This is an optimization exercise on Yosys and OpenROAD, whose aim is small area and a short achievable clock period, not a production implementation. The RTL was checked by simulation tests, not by an equivalence proof against the original design. Power and IR drop assume default switching activity.

Setup of build 25:
// datapath_top
module datapath_top (
	input  logic            clk,
	input  logic            reset_n,
	input  mips_pkg::word_t instr,
	input  mips_pkg::word_t pc_plus4,
	input  mips_pkg::word_t load_data,
	output mips_pkg::word_t alu_result,
	output mips_pkg::word_t mem_addr,
	output mips_pkg::word_t mem_wdata,
	output logic            mem_read,
	output logic            mem_write,
	output logic            branch_taken,
	output mips_pkg::word_t branch_target
);
	mips_pkg::ctrl_t id_ctrl;
	logic [31:1] rs_sel;
	logic [31:1] rt_sel;
	mips_pkg::word_t id_rs_val;
	mips_pkg::word_t id_rt_val;
	logic [1:0] id_rs_byp;
	logic [1:0] id_rt_byp;
	mips_pkg::reg_addr_t id_wb_addr;
	logic [15:0] id_imm;
	mips_pkg::word_t id_pc;
	logic id_valid;
	logic id_a_use;
	logic [1:0] id_b_byp;
	logic [31:1] rf_valid;
	mips_pkg::word_t wb_data;
	logic [31:0][3:0] rs_part;
	logic [31:0][3:0] rt_part;
	mips_pkg::word_t op_rt;
	mips_pkg::word_t result_d;
	mips_pkg::word_t target_d;
	logic taken_d;
	mips_pkg::word_t ex_result;
	logic ex_mem_read;
	logic mem_read_d_rst;
	mips_pkg::word_t result_out;
	mips_pkg::reg_addr_t ex_wb_addr;
	decode_stage u_decode_stage (
		.clk        (clk),
		.reset_n    (reset_n),
		.instr      (instr),
		.pc_plus4   (pc_plus4),
		.rs_sel     (rs_sel),
		.rt_sel     (rt_sel),
		.rs_part    (rs_part),
		.rt_part    (rt_part),
		.rf_valid   (rf_valid),
		.ex_wb_addr (ex_wb_addr),
		.wb_data    (wb_data),
		.id_ctrl    (id_ctrl),
		.id_rs_val  (id_rs_val),
		.id_rt_val  (id_rt_val),
		.id_rs_byp  (id_rs_byp),
		.id_rt_byp  (id_rt_byp),
		.id_wb_addr (id_wb_addr),
		.id_imm     (id_imm),
		.id_pc      (id_pc),
		.id_valid   (id_valid),
		.id_a_use   (id_a_use),
		.id_b_byp   (id_b_byp)
	);
	register_file u_register_file (
		.clk     (clk),
		.reset_n (reset_n),
		.rs_sel    (rs_sel),
		.rt_sel    (rt_sel),
		.rs_part   (rs_part),
		.rt_part   (rt_part),
		.wb_addr (ex_wb_addr),
		.wb_data (wb_data),
		.valid   (rf_valid)
	);
	assign wb_data = ex_mem_read ? load_data : ex_result;
	execute_stage u_execute_stage (
		.reset_n       (reset_n),
		.id_valid      (id_valid),
  ...
Settings: LEC_CHECK=0, CAP_MARGIN=20, CORE_MARGIN=2, CORE_UTILIZATION=40, SETUP_SLACK_MARGIN=4.7, SLEW_MARGIN=20, SYNTH_HIERARCHICAL=1, TNS_END_PERCENT=10; clock period 7.5 ns.
standard.sh (not shown) runs the stock make flow with config.mk's settings and CLKGATE_MAP_FILE= SYNTH_SCRIPT=/design/flow/synth_recipe.tcl, a recipe that flattens the netlist after the stock synthesis.
==> flow/flow/run.sh <==
#!/bin/bash
# The standard flow, with plain buffers (not delay cells) on the ports, the
# resizer free to swap cell footprints, and a clock tree of smaller buffers
# without dummy loads. synthesis runs unchanged first.
set -euo pipefail
bash standard.sh synth > flow_synth.log 2>&1
bash standard.sh MATCH_CELL_FOOTPRINT=0 \
  "BUFFER_PORTS_ARGS=-buffer_cell sky130_fd_sc_hd__buf_2" \
  "CTS_ARGS=-sink_clustering_enable -repair_clock_nets -dont_use_dummy_load -buf_list sky130_fd_sc_hd__clkbuf_8" \
  finish > flow_layout.log 2>&1
Build 25 finished all stages; the layout is clean.
> inputs changed (build 25 -> build 52)
- TNS_END_PERCENT removed (was 10)
- SETUP_SLACK_MARGIN changed from 4.7 to 4.5
==> summary.txt <==
- The core of build 52 is more densely filled than that of build 25.
- Against build 25, build 52 comes in 0.31% higher on wire length.
- Build 25 has a higher register-to-register slack than build 52.
- Against build 25, power drawn by the combinational cells in build 52 fell slightly.
- Summary — total length of routed met3 wires, build 52 relative to build 25: higher, by about 2.4%.
- Compared build 52 vs build 25, and portion of the clock cycle consumed by the worst path in the final layout is up in build 52.
- In terms of number of standard cells in the final layout excluding fillers, build 52 and build 25 differ only marginally.

port drivers added, routing unchanged:
The results above use ideal ports. As a check the final layouts listed here were re-extracted and re-timed, cells and wires unchanged.
Step 1, drivers: a clkbuf_16 drives clk and a buf_2 each remaining input, both assumed.
Step 2 also shifts input and output timing later by t, the mid clock arrival at the registers, as if the neighbouring blocks saw the same clock.
Slacks: no drivers / after step 1 / after step 2; pairs: no drivers / after step 1.
run | t (ns) | setup slack, ns | hold slack, ns | slew at the worst register clock pin (ns) | cell pins on the clock port's net
build 25 | 0.976 | 4.362 / 4.399 / 3.437 | 0.441 / 0.441 / 0.441 | 0.07 / 0.07 | 1
build 52 | 0.982 | 4.331 / 4.331 / 3.526 | 0.440 / 0.440 / 0.440 | 0.07 / 0.07 | 1
After both steps every run listed still meets setup and hold. For build 25, which loses most, drivers alone change the setup slack by +0.037 ns; drivers and shift together by -0.925 ns.
